Source: an optimization exercise on an open RTL-to-GDS flow (aim: small area, a short achievable clock period and few clock cycles per item). Production flows keep margins and buffers that such runs may drop. RTL that was checked went through simulation tests only; none was proved equivalent to the original. No functional check of the RTL was part of run 1.

==> flow/design.v, too long to show whole: its modules and the start of the top module <==
// module csaFA: 10 lines
// module csaHA: 9 lines
// module peTop: 755 lines
module peTop (
	input wire clk,
	input wire rstN,
	input wire cmdValid,
	input wire [2:0] cmdOp,
	input wire [16-1:0] cmdData,
	output logic cmdReady,
	output logic outValid,
	output logic [16-1:0] outData,
	input wire outReady
);
  // ...
==> flow/flow/run.sh <==
#!/bin/bash
set -euo pipefail
MARGIN=$(cat flow/margin.txt)
bash standard.sh synth > synth.log 2>&1
bash standard.sh SETUP_SLACK_MARGIN="$MARGIN" finish > layout.log 2>&1
==> flow/flow/margin.txt <==
5.8
==> flow/standard.sh <==
#!/bin/bash
# synth_recipe.tcl (not shown) runs the flow's synth.tcl, then flattens the netlist and writes it again
# the make line also repeats each setting of config.mk as NAME=value (left out here)
make -C /OpenROAD-flow-scripts/flow DESIGN_CONFIG=/design/flow/config.mk WORK_HOME=/design/flow/orfs CLKGATE_MAP_FILE= SYNTH_SCRIPT=/design/flow/synth_recipe.tcl "${@:-finish}"
==> flow/config.mk <==
export PLATFORM = sky130hd
export DESIGN_NAME = peTop
export DESIGN_NICKNAME = peTop
export VERILOG_FILES = /design/flow/design.v
export SDC_FILE = /design/flow/constraint.sdc
export NUM_CORES = 4
export LEC_CHECK = 0
export CAP_MARGIN = 20
export CORE_MARGIN = 2
export CORE_UTILIZATION = 40
export CTS_CLUSTER_DIAMETER = 80
export CTS_CLUSTER_SIZE = 25
export SLEW_MARGIN = 20
export SYNTH_HIERARCHICAL = 1
==> flow/constraint.sdc <==
create_clock -name core_clock -period 9.0 [get_ports {clk}]
set_input_delay 1.8000 -clock core_clock [delete_from_list [all_inputs] [get_ports {clk}]]
set_output_delay 1.8000 -clock core_clock [all_outputs]
set_load 0.01 [all_outputs]
==> reports/qor.csv, run 1 <==
metric,value,unit
WHS Endpoint,clr3$_DFF_PN0_,
status,no timing/DRC/antenna violations,
Post-Layout Cell Count,3471,
GRT overflow,0,
CP bufs+invs,2,
die width,289.9,um
Worst-path clk slew,0.10,ns
gp weighted congestion,0.8266,
slowest cell on the critical path,mux4_2,
setup_tns,0,ns
Hold Path Class,reg2reg,
post-synthesis simple-gate area fraction,6.915,%
Final Setup Violations,0,
nets,2631,
met1 WL,32.98,mm
mux share of post-synthesis cell area,8.986,%
Synth warnings,7,
Final Hold Viols,0,
IO buf count,40,
Multi-In Gates,1474,
syn_area_per_cell,13.69,um^2
Post-synth EDFFs,443,
Area Overhead vs Synth,9.548,%
die area,0.08404,mm^2
==> run 2: changes to the inputs <==
--- a/flow/design.v
+++ b/flow/design.v
@@ -36,17 +36,22 @@
 	localparam logic [2:0] MA = 3'd0;
 	localparam logic [2:0] MAB = 3'd1;
 	localparam logic [2:0] BIAS = 3'd2;
 	localparam logic [2:0] ACT = 3'd3;
 	localparam logic [2:0] ACTCLR = 3'd4;
 	localparam logic [2:0] LOAD = 3'd5;
 	logic stall;
 	logic v1;
-	logic [2:0] op1;
+	logic fMA1;
+	logic fMAB1;
+	logic fBIAS1;
+	logic fACT1;
+	logic fCLR1;
+	logic fLOAD1;
 	logic [15:0] d1;
 	logic [15:0] wmem [16];
 	logic [3:0] wRd;
 	logic [3:0] wWr;
 	logic wFull;
 	logic [15:0] bmem [8];
 	logic [2:0] bRd;
 	logic [2:0] bWr;
@@ -63,37 +68,37 @@
 	logic [7:0] bTwo2;
 	logic act3;
 	logic clr3;
 	logic [31:0] row0;
 	logic [31:0] row1;
 	logic [31:0] row2;
 	logic [31:0] acc;
 	logic [3:1] accC;
-	logic accClr;
+	logic accKeep;
 	logic outVal;
 	logic outValidQ;
 	assign outValid = outValidQ;
 	logic [15:0] outQ;
 	assign outData = outQ;
 	logic busy;
 	logic [3:0] cnt;
 	logic dNeg;
 	logic dClr;
 	logic [15:0] rem;
 	logic [15:0] dvs;
 	logic [7:0] quo;
 	wire go1 = v1 && !stall;
-	wire isMA1 = (op1 == MA);
-	wire isMAB1 = (op1 == MAB);
-	wire isBIAS1 = (op1 == BIAS);
-	wire isCLR1 = (op1 == ACTCLR);
-	wire isLOAD1 = (op1 == LOAD);
-	wire isAct1 = (op1 == ACT) || (op1 == ACTCLR);
-	wire isMac1 = isMA1 || isMAB1 || isBIAS1;
+	wire isMA1 = fMA1;
+	wire isMAB1 = fMAB1;
+	wire isBIAS1 = fBIAS1;
+	wire isCLR1 = fCLR1;
+	wire isLOAD1 = fLOAD1;
+	wire isAct1 = fACT1 || fCLR1;
+	wire isMac1 = fMA1 || fMAB1 || fBIAS1;
 	wire wLoad = go1 && isLOAD1 && !wFull;
 	wire wAdv = go1 && isMac1;
 	wire [3:0] wWrNext = wWr + 4'd1;
 	always_ff @(posedge clk)
 	begin
 		if (wLoad)
 			wmem[wWr] <= d1;
 	end
@@ -142,17 +147,17 @@
 	logic [3:0] cntN;
 	always_comb
 	begin
 		busyN = busy;
 		cntN = cnt;
 		if (capNow)
 		begin
 			busyN = 1'b1;
-			cntN = 4'd1;
+			cntN = 4'd0;
 		end
 		else if (busy)
 		begin
 			if (divFinish)
 				busyN = 1'b0;
 			if (!waitOut)
 				cntN = cnt + 4'd1;
 		end
@@ -166,21 +171,29 @@
 	wire act2N = go1 && isAct1;
 	wire sumWaitN = capPendN || act2N || act2;
 	wire divSoonN = !busyN || (((cntN == 4'd6) || (cntN == 4'd7) || (cntN == 4'd8) || (cntN == 4'd9)) && !outValidN);
 	wire actOkN = !sumWaitN;
 	wire macOkN = !sumWaitN || divSoonN;
 	wire pendRN = headIsRN && !rValidN;
 	wire acceptNow = cmdValid && !stall;
 	wire v1N = stall ? v1 : acceptNow;
-	wire [2:0] op1N = stall ? op1 : cmdOp;
+	wire inMA = (cmdOp == MA);
+	wire inMAB = (cmdOp == MAB);
+	wire inBIAS = (cmdOp == BIAS);
+	wire inACT = (cmdOp == ACT);
+	wire inCLR = (cmdOp == ACTCLR);
+	wire inLOAD = (cmdOp == LOAD);
+	wire isMacN = stall ? isMac1 : (inMA || inMAB || inBIAS);
+	wire isActN = stall ? isAct1 : (inACT || inCLR);
+	wire isRN = stall ? (isMAB1 || isCLR1) : (inMAB || inCLR);
 	wire stallN = v1N && (
-		(((op1N == ACT) || (op1N == ACTCLR)) && !actOkN) ||
-		(((op1N == MA) || (op1N == MAB) || (op1N == BIAS)) && !macOkN) ||
-		(((op1N == MAB) || (op1N == ACTCLR)) && pendRN));
+		(isActN && !actOkN) ||
+		(isMacN && !macOkN) ||
+		(isRN && pendRN));
 	logic rdyQ;
 	assign cmdReady = rdyQ;
 	always_ff @(posedge clk or negedge rstN)
 	begin
 		if (!rstN)
 		begin
 			stall <= 1'b0;
 			rdyQ <= 1'b1;
@@ -213,17 +226,22 @@
 				bCnt <= bCnt + {3'd0, bPush} - {3'd0, bPop};
 			end
 		end
 	end
 	always_ff @(posedge clk)
 	begin
 		if (!stall)
 		begin
-			op1 <= cmdOp;
+			fMA1 <= inMA;
+			fMAB1 <= inMAB;
+			fBIAS1 <= inBIAS;
+			fACT1 <= inACT;
+			fCLR1 <= inCLR;
+			fLOAD1 <= inLOAD;
 			d1 <= cmdData;
 		end
 	end
 	wire [15:0] rVal = rNeg ? -{8'd0, rQ} : {8'd0, rQ};
 	wire [15:0] head = headIsR ? rVal : bmem[bRd];
 	wire [15:0] opA = !wAdv ? 16'd0 : (isMAB1 ? (bEmpty ? 16'd0 : head) : d1);
 	wire [15:0] w = wmem[wRd];
 	wire [16:0] wx = {w, 1'b0};
@@ -542,18 +560,18 @@
 	csaFA u_m_fa62 (.a(m_pp7_11), .b(m_fa42_c), .ci(m_ha13_s), .s(m_fa62_s), .co(m_fa62_c));
 	wire m_fa63_s, m_fa63_c;
 	csaFA u_m_fa63 (.a(~m_pp5_16), .b(m_pp6_14), .ci(m_pp7_12), .s(m_fa63_s), .co(m_fa63_c));
 	wire m_ha16_s, m_ha16_c;
 	csaHA u_m_ha16 (.a(m_pp6_15), .b(m_pp7_13), .s(m_ha16_s), .co(m_ha16_c));
 	assign prodRow0 = {1'b1, ~m_pp7_16, m_pp7_15, ~m_pp6_16, 1'b1, m_ha13_c, 1'b1, m_fa42_s, m_fc5_s, m_fa40_s, m_fc4_s, m_fa37_s, m_fc3_s, m_fa34_s, m_fa32_s, m_fa30_s, m_fa28_s, m_fa26_s, m_fa24_s, m_fa22_s, m_fa20_s, m_fa18_s, m_ha12_s, m_ha11_s, m_ha10_s, m_ha9_s, m_pp2_1, m_pp2_0, m_pp0_3, m_pp0_2, m_pp0_1, m_pp0_0};
 	assign prodRow1 = {1'b0, 1'b0, 1'b1, m_pp7_14, m_fa63_c, m_fa62_c, m_fa61_c, m_fa60_c, m_fa59_c, m_fa58_c, m_fa57_c, m_fa56_c, m_fa55_c, m_fa54_c, m_fa53_c, m_fa52_c, m_fa51_c, m_fa50_c, m_fa49_c, m_fa48_c, m_fa47_c, m_fa46_c, m_fa45_c, m_fa44_c, m_fa43_c, m_ha15_c, m_ha14_c, bNeg2[2], m_pp1_1, m_pp1_0, 1'b0, bNeg2[0]};
 	assign prodRow2 = {1'b0, 1'b0, 1'b0, m_ha16_c, m_ha16_s, m_fa63_s, m_fa62_s, m_fa61_s, m_fa60_s, m_fa59_s, m_fa58_s, m_fa57_s, m_fa56_s, m_fa55_s, m_fa54_s, m_fa53_s, m_fa52_s, m_fa51_s, m_fa50_s, m_fa49_s, m_fa48_s, m_fa47_s, m_fa46_s, m_fa45_s, m_fa44_s, m_fa43_s, m_ha15_s, m_ha14_s, 1'b0, bNeg2[1], 1'b0, 1'b0};
-	wire [31:0] accIn = accClr ? 32'd0 : acc;
-	wire [3:1] accCIn = accClr ? 3'd0 : accC;
+	wire [31:0] accIn = accKeep ? acc : 32'd0;
+	wire [3:1] accCIn = accKeep ? accC : 3'd0;
 	wire [31:0] accT0;
 	wire [31:0] accT1;
 	wire m_ha17_s, m_ha17_c;
 	csaHA u_m_ha17 (.a(row0[2]), .b(row1[2]), .s(m_ha17_s), .co(m_ha17_c));
 	wire m_ha18_s, m_ha18_c;
 	csaHA u_m_ha18 (.a(row0[3]), .b(row1[3]), .s(m_ha18_s), .co(m_ha18_c));
 	wire m_fa64_s, m_fa64_c;
 	csaFA u_m_fa64 (.a(row0[4]), .b(row1[4]), .ci(row2[4]), .s(m_fa64_s), .co(m_fa64_c));
@@ -692,76 +710,81 @@
 	begin
 		if (!rstN)
 		begin
 			act2 <= 1'b0;
 			clr2 <= 1'b0;
 			act3 <= 1'b0;
 			clr3 <= 1'b0;
 			a2 <= '0;
-			accClr <= 1'b1;
+			accKeep <= 1'b0;
 			capNowQ <= 1'b0;
 			capPend <= 1'b0;
 		end
 		else
 		begin
 			act2 <= act2N;
 			clr2 <= isCLR1;
 			act3 <= act2;
 			clr3 <= clr2;
 			a2 <= opA;
-			accClr <= capNowN;
+			accKeep <= !capNowN;
 			capNowQ <= capNowN;
 			capPend <= capPendN;
 		end
 	end
-	wire ovf = !((&accSum[31:23]) || !(|accSum[31:23]));
-	wire [15:0] xSat = ovf ? (accSum[31] ? 16'h8000 : 16'h7fff) : accSum[23:8];
+	wire ovf = !((&dvs[15:7]) || !(|dvs[15:7]));
+	wire [15:0] xSat = ovf ? (dvs[15] ? 16'h8000 : 16'h7fff) : {dvs[7:0], rem[15:8]};
 	wire xNeg = xSat[15];
 	wire q7 = xNeg ? (!(&xSat[15:8]) || (xSat[7:0] == 8'd0)) : (|xSat[15:8]);
 	wire [15:0] mag = rem + {15'd0, dNeg};
 	wire [17:0] trial = {1'b0, rem, 1'b0} - {2'b0, dvs};
 	wire qBit = !trial[17];
 	wire [7:0] quoStep = {quo[6:0], qBit};
-	wire [7:0] quoNeg = -quo;
-	wire [6:0] negQ = -quo[6:0];
-	wire [7:0] yLoWait = dNeg ? quoNeg : quo;
-	wire [7:0] yLoStep = !dNeg ? quoStep : (qBit ? {~quo[6:0], 1'b1} : {negQ, 1'b0});
-	wire [7:0] yLo = waitOut ? yLoWait : yLoStep;
 	wire [15:0] yWait = dNeg ? -{8'd0, quo} : {8'd0, quo};
-	wire [15:0] yStep = dNeg ? -{8'd0, quoStep} : {8'd0, quoStep};
-	wire [7:0] yHi = waitOut ? yWait[15:8] : yStep[15:8];
+	wire [6:0] negQ = -quo[6:0];
+	wire [15:0] yStep1 = dNeg ? {{8{1'b1}}, ~quo[6:0], 1'b1} : {8'd0, quo[6:0], 1'b1};
+	wire [15:0] yStep0 = dNeg ? {{8{|quo[6:0]}}, negQ, 1'b0} : {8'd0, quo[6:0], 1'b0};
+	wire [15:0] yIf1 = waitOut ? yWait : yStep1;
+	wire [15:0] yIf0 = waitOut ? yWait : yStep0;
+	wire [15:0] yOut = qBit ? yIf1 : yIf0;
 	always_ff @(posedge clk)
 	begin
 		if (act3)
 			capClr <= clr3;
 		if (capNow)
+			rem <= accSum[15:0];
+		else if (cnt == 4'd0)
 			rem <= xSat ^ {16{xNeg}};
 		else if (cnt == 4'd1)
 			rem <= quo[0] ? {mag[15:8] - 8'd1, mag[7:0]} : {mag[14:0], 1'b0};
 		else
 			rem <= qBit ? trial[15:0] : {rem[14:0], 1'b0};
 		if (capNow)
 		begin
+			dvs <= accSum[31:16];
 			dClr <= act3 ? clr3 : capClr;
+		end
+		else if (busy && (cnt == 4'd0))
+		begin
 			dNeg <= xNeg;
 			quo <= {7'd0, q7};
 		end
 		else if (busy && (cnt == 4'd1))
 			dvs <= mag + 16'd256;
 		else if (busy && !waitOut)
 			quo <= quoStep;
 		if (rDone)
 		begin
 			rQ <= quoStep;
 			rNeg <= dNeg;
 		end
 		if (divFinish)
 		begin
-			outQ <= {yHi, yLo};
+			outQ <= yOut;
 		end
 	end
 	always_ff @(posedge clk or negedge rstN)
 	begin
 		if (!rstN)
 		begin
 			busy <= 1'b0;
 			cnt <= '0;
==> reports/qor.csv, run 2 <==
metric,value,unit,change
first-pass GRT wire length,118.8,mm,
CP cell instances,dlygate4sd2_1,,
final wirelength,77.73,mm,
main combinational cell family by area after synthesis,adder cells,,
clk latency of the worst-skew pair,0.61,ns,
GRT overflow,0,,unchanged
worst slew pin tran,1.144,ns,
mux share of post-synthesis cell area,8.561,%,-0.43 points
FF-to-FF Start,accKeep$_DFF_PN0_,,
fraction of registers with async set/reset,7.934,%,
critical path endpoint category,output pin,,
adder-cell area share of the yosys netlist,11.19,%,
DP Worst Slack,5.288,ns,
hold path depth,0,,
CP bufs+invs,1,,-1
CTS Buf Count,39,,
placed cell area,0.03439,mm^2,
CTS Hold Bufs,0,,
Initial Utilization,40.33,%,
met1 WL,33.82,mm,+2.6%
Initial DRC Count,1478,,
Yosys cell types,79,,
worst hold path startpoint,clr2$_DFF_PN0_,,
Pre-Repair DR Iteration Count,6,,
worst-path maximum fanout,2,,
WHS Endpoint,clr3$_DFF_PN0_,,
Synth Register Bits,668,,
Finished Core Util,43.77,%,
finished layout cell area,0.03588,mm^2,
# IOs,41,,
clk sink count,668,,
Syn Nets,2678,,
Hold WS,0.3611,ns,
slowest cell on the critical path,edfxtp_1,,
biggest regs,"wmem: 256 flops, bmem: 128 flops, acc: 32 flops",,
placed insts,3413,,
worst r2r path cells,14,,
Post-synth EDFFs,456,,+2.9%
WP data arrival,1.33,ns,
origin of the worst setup path,outQ[12]$_DFFE_PP_,,
status,no timing/DRC/antenna violations,,
Mapped Cells,2433,,
register area share after synthesis,55.06,%,
fillers,7422,,
CP Launch Type,flip-flop,,
Tmin final,3.135,ns,
nets,2641,,+0.38%
relative slew slack,23.65,%,
gp weighted congestion,0.8780,,+6.2%
Worst-path clk slew,0.09,ns,about the same
Clock Skew,0.05726,ns,
final setup margin,5.865,ns,
Root Driver,clkbuf_16,,
WP data required,7.20,ns,
Register Area,0.01822,mm^2,
"count leader, synth",edfxtp_1,,
die height,291.5,um,
RR Endpoint,acc[31]$_DFF_P_,,
IO buf count,40,,unchanged
Synth area leader,edfxtp_1,,
Max Slew Vio Count,0,,
Final Hold Viols,0,,unchanged
antenna-violating nets left,0,,
die width,291.5,um,+0.55%
Area Overhead vs Synth,8.531,%,
Core ar.,0.08198,mm^2,
largest net degree at the start of global routing,69,,
die area,0.08497,mm^2,+1.1%
vias in the first global route,19870,,
synth top area cells,"edfxtp_1, dfxtp_1, mux4_2",,
setup_tns,0,ns,unchanged
fin crit share,34.83,%,
Multi-input gate area,0.01393,mm^2,
Post-Layout Cell Count,3496,,+0.72%
unrepaired setup endpoints after global routing,true,,
syn_area_per_cell,13.59,um^2,-0.71%
Final Setup Violations,0,,unchanged
most frequent cells in the layout,"edfxtp_1, xnor2_1, dfxtp_1",,
Routed WL per cell,22.23,um,
top cell family by delay on the critical path,flip-flops,,
diode count,0,,
max reg flops,256,,
"commonest non-fill, non-tap cell in the layout",edfxtp_1,,
Cell Rows,105,,
Highest Clock Rate,319.0,MHz,
Remaining DRCs,0,,
initial antenna violation count,1,,
met2 routed WL,38.47,mm,
register-to-register setup slack,5.94,ns,
Synth warnings,7,,unchanged
CTS tree,done,,
Synth Area in Compound Gates,8.107,%,
Hold Path Class,reg2reg,,
mapped cell area,0.03306,mm^2,
synth cell count leaders,"edfxtp_1, xnor2_1, dfxtp_1",,
CTS Buffer Depth,3,,
uppermost layer routed,met4,,
Top reg by flops,wmem,,
xor/xnor share of the synthesized area,6.721,%,
DP Wirelength,50.67,mm,
vias,19460,,
H-tree depth,2,,
max-cap check violation count,0,,
WS Path Type,reg2out,,
post-synthesis simple-gate area fraction,7.308,%,+0.39 points
Total GRT Usage,18.06,%,
predominant post-synthesis flop cell,edfxtp_1,,
vias per cell,5.566,,
Max stage delay on crit path,0.41,ns,
Synth top area share,41.42,%,
WL met3,3.644,mm,
layout cells sized above 1,10.80,%,
run 2: logic make-up after synthesis:
group	count (synthesis)
xor+xnor	252
compound gates	406
mux	141
fa+ha+maj	222
simple gates	490
flops	668
buf+inv	254
run 2: worst max path at each step:
stage / end / cells after the start
floorplan: wmem[11][0]$_DFFE_PP_ / 6
global placement: stall$_DFF_PN0_ / 8
detailed placement: stall$_DFF_PN0_ / 8
CTS: acc[31]$_DFF_P_ / 14
global route: accC[2]$_DFF_P_ / 15
finish: outData[8] / 1
run 2: metal layers:
metal  vias to the layer above  GRT usage (%)
met5                         -              0
met4                         0          4.727
met3                       116          2.451
met2                       549          30.96
met1                     10030          24.17
li1                       8764              -
run 2: layout make-up:
| type | count | area share [%] |
|---|---|---|
| clock inverter | 16 | 0.7288 |
| tap | 1070 | 3.731 |
| timing repair buffer | 75 | 1.834 |
| clock buffer | 55 | 3.034 |
| multi-input combinational | 1511 | 38.83 |
| inverter | 101 | 1.064 |
| sequential | 668 | 50.78 |
run 2: modules after synthesis, one instance, submodules excluded:
module	times used	flip-flops and latches	cells inside	cell area [um^2]
csaFA	114	0	1	20.02
peTop	1	668	2298	30520
csaHA	21	0	1	12.51
run 2: timing repair:
item	4_1_cts	5_1_grt
setup endpoints to repair	55	30
setup buffers	3	8
gates cloned	0	0
pin swaps	1	1
resized for setup	24	19
Testbench counts of run 2, summed over its fixed seeds: cycles 7,701, results 384.
==> run 3: changes to the inputs <==
==> flow/flow/margin.txt (replaced) <==
6.0
==> reports/qor.csv, run 3 <==
metric,value,unit,change
register area share after synthesis,55.06,%,unchanged
top cell family by delay on the critical path,flip-flops,,
# IOs,41,,unchanged
CTS Hold Bufs,0,,unchanged
DP Worst Slack,5.233,ns,-0.05459 ns
IO buf count,40,,unchanged
first-pass GRT wire length,120.5,mm,+1.4%
H-tree depth,2,,unchanged
Synth top area share,41.42,%,unchanged
mapped cell area,0.03306,mm^2,unchanged
Post-synth EDFFs,456,,unchanged
CP bufs+invs,1,,unchanged
vias,19340,,-0.60%
main combinational cell family by area after synthesis,adder cells,,
WP depth,1,,unchanged
Root Driver,clkbuf_16,,
initial antenna violation count,0,,-1
Final Setup Violations,0,,unchanged
CTS tree,done,,
DP Wirelength,50.42,mm,-0.48%
Area Overhead vs Synth,9.306,%,
synth cell count leaders,"edfxtp_1, xnor2_1, dfxtp_1",,
placed insts,3413,,unchanged
Synth warnings,7,,unchanged
nets,2659,,+0.68%
origin of the worst setup path,rdyQ$_DFF_PN1_,,
slowest cell on the critical path,dfstp_2,,
largest net degree at the start of global routing,69,,unchanged
xor/xnor share of the synthesized area,6.721,%,unchanged
Highest Clock Rate,327.5,MHz,+2.7%
fillers,7406,,-0.22%
Core ar.,0.08198,mm^2,unchanged
WP data required,7.20,ns,about the same
Post-Layout Cell Count,3516,,+0.57%
die width,291.5,um,unchanged
CP Launch Type,flip-flop,,
clk latency of the worst-skew pair,0.62,ns,about the same
Max Slew Vio Count,0,,unchanged
predominant post-synthesis flop cell,edfxtp_1,,
post-synthesis simple-gate area fraction,7.308,%,unchanged
"count leader, synth",edfxtp_1,,
CTS Buf Count,40,,+2.6%
gp weighted congestion,0.8567,,-2.4%
adder-cell area share of the yosys netlist,11.19,%,unchanged
Clock Skew,0.04738,ns,-0.009882 ns
Syn Nets,2678,,unchanged
status,no timing/DRC/antenna violations,,
worst slew pin tran,1.104,ns,-0.04004 ns
Worst Setup EP,cmdReady,,
Routed WL per cell,22.13,um,-0.48%
die area,0.08497,mm^2,unchanged
"commonest non-fill, non-tap cell in the layout",edfxtp_1,,
mux share of post-synthesis cell area,8.561,%,unchanged
M1 GR Usage,24.84,%,+0.67 points
clk sink count,668,,unchanged
setup_tns,0,ns,unchanged
Synth area leader,edfxtp_1,,
Total GRT Usage,18.28,%,+0.22 points
WS Path Type,reg2out,,
vias per cell,5.501,,-1.2%
GR Util met2,31.25,%,+0.30 points
relative slew slack,26.42,%,+2.8 points
worst r2r path cells,15,,+1
Pre-Repair DR Iteration Count,6,,unchanged
FF-to-FF Start,accKeep$_DFF_PN0_,,
syn_area_per_cell,13.59,um^2,unchanged
CP cell instances,clkbuf_2,,
CTS Buffer Depth,3,,unchanged
Initial DRC Count,1723,,+17%
finished layout cell area,0.03614,mm^2,+0.71%
met3 usage,2.092,%,-0.36 points
diode count,0,,unchanged
Final Hold Viols,0,,unchanged
Synth Register Bits,668,,unchanged
max-cap check violation count,0,,unchanged
Synth Area in Compound Gates,8.107,%,unchanged
biggest regs,"wmem: 256 flops, bmem: 128 flops, acc: 32 flops",,
synth top area cells,"edfxtp_1, dfxtp_1, mux4_2",,
most frequent cells in the layout,"edfxtp_1, xnor2_1, dfxtp_1",,
Cell Rows,105,,unchanged
vias in the first global route,20000,,+0.64%
Tmin final,3.053,ns,-0.08143 ns
antenna-violating nets left,0,,unchanged
final wirelength,77.79,mm,about the same
worst-path maximum fanout,1,,-1
RR Endpoint,acc[31]$_DFF_P_,,
fin crit share,33.93,%,-0.90 points
Remaining DRCs,0,,unchanged
Yosys cell types,79,,unchanged
GRT overflow,0,,unchanged
layout cells sized above 1,13.78,%,+3.0 points
max reg flops,256,,unchanged
placed cell area,0.03439,mm^2,unchanged
Mapped Cells,2433,,unchanged
Top reg by flops,wmem,,
register-to-register setup slack,6.03,ns,+0.09 ns
unrepaired setup endpoints after global routing,true,,
Max stage delay on crit path,0.53,ns,+0.12 ns
final setup margin,5.947,ns,+0.08143 ns
critical path endpoint category,output pin,,
Most Crowded Layer GR,met2,,
Worst-path clk slew,0.09,ns,about the same
WP data arrival,1.25,ns,-0.08 ns
Hold Path Class,reg2reg,,
die height,291.5,um,unchanged
Initial Utilization,40.33,%,unchanged
fraction of registers with async set/reset,7.934,%,unchanged
Finished Core Util,44.08,%,+0.31 points
-- run 3: cell count changes in the layout (fill, tap and decap cells not counted), sizes merged --
cell and change:
inv +3, buf +32, clkbuf -1, bufinv +1
clkinvlp +4, bufbuf +1, dlygate4sd2 -17, clkinv -3
-- run 3: what timing repair did --
action,4_1_cts,5_1_grt
pin swaps,5,14
resized for setup,94,51
endpoints found under the setup margin,116,79
buffers inserted,9,18
gates cloned,1,1
-- run 3: final cells by class --
type / count / area, um^2 / share of cell area, %
sequential: 668 / 18230 / 50.46
clock buffer: 53 / 1071 / 2.964
tap: 1070 / 1339 / 3.705
clock inverter: 21 / 301.5 / 0.8344
inverter: 101 / 391.6 / 1.084
timing repair buffer: 92 / 778.2 / 2.154
multi-input combinational: 1511 / 14020 / 38.80
-- run 3: worst min-delay path by stage --
stage / end / cells after the start / slack (ns) / start
after floorplan: row1[0]$_DFF_P_ / 0 / 0.33 / bNeg2[0]$_DFF_P_
after global placement: clr3$_DFF_PN0_ / 0 / 0.34 / clr2$_DFF_PN0_
after detailed placement: clr3$_DFF_PN0_ / 0 / 0.35 / clr2$_DFF_PN0_
after CTS: clr3$_DFF_PN0_ / 0 / 0.37 / clr2$_DFF_PN0_
after global routing: clr3$_DFF_PN0_ / 0 / 0.38 / clr2$_DFF_PN0_
final: clr3$_DFF_PN0_ / 0 / 0.37 / clr2$_DFF_PN0_
-- run 3: cells by family (layout without fill, tap and decap cells) --
kind of cell / after synthesis / count (layout)
DFF: 668 / 668
and+or+nand+nor: 490 / 490
AOI/OAI and AO/OA: 406 / 406
buffers and inverters: 254 / 267
xor gates and xnor gates: 252 / 252
adders and majority gates: 222 / 222
muxes: 141 / 141
-- run 3: metrics by stage --
stage / hold slack, ns
finish: 0.3686
floorplan: 0.3290
global route: 0.3773
detailed placement: 0.3504
CTS: 0.3724
global placement: 0.3354
-- run 3: layer usage --
metal / part of all wire, % / up-vias / wire, um
li1: - / 8809 / -
met1: 45 / 10000 / 34700
met2: 50 / 424 / 38580
met3: 3.7 / 108 / 2874
met4: 2.1 / 0 / 1637
met5: 0 / - / 0
-- run 3: Yosys stat by module, one instance, submodules excluded --
module	flops+latches	cells inside	times used	cell area [um^2]
peTop	668	2298	1	30520
csaFA	0	1	114	20.02
csaHA	0	1	21	12.51

==> what the ideal ports hide <==
In the flow no input, the clock included, has a driving cell. The finished layouts below were timed again as built, in two steps.
Step 1 sets driving cells, clkbuf_16 on the clock port and buf_2 on the other inputs (assumed; they add their load-dependent delay and slew).
Step 2 also shifts input and output timing later by t, the mid clock arrival at the registers, as if the neighbouring blocks saw the same clock.
Three values: ideal ports, drivers, drivers and shift; two values: the first two.
run	t (ns)	slack for setup (ns)	hold slack, ns	worst register clock-pin slew, ns	worst data-port slew with drivers (ns)
run 1	0.632	5.809 / 5.801 / 5.575	0.357 / 0.357 / 0.357	0.10 / 0.10	0.04
run 2	0.649	5.865 / 5.801 / 5.354	0.361 / 0.361 / 0.361	0.10 / 0.10	0.04
run 3	0.656	5.947 / 5.885 / 5.519	0.369 / 0.369 / 0.369	0.10 / 0.10	0.03
After both steps every run listed still meets setup and hold. The setup slack of run 2, which loses most, moves by -0.064 ns with the drivers and by -0.511 ns with both steps.
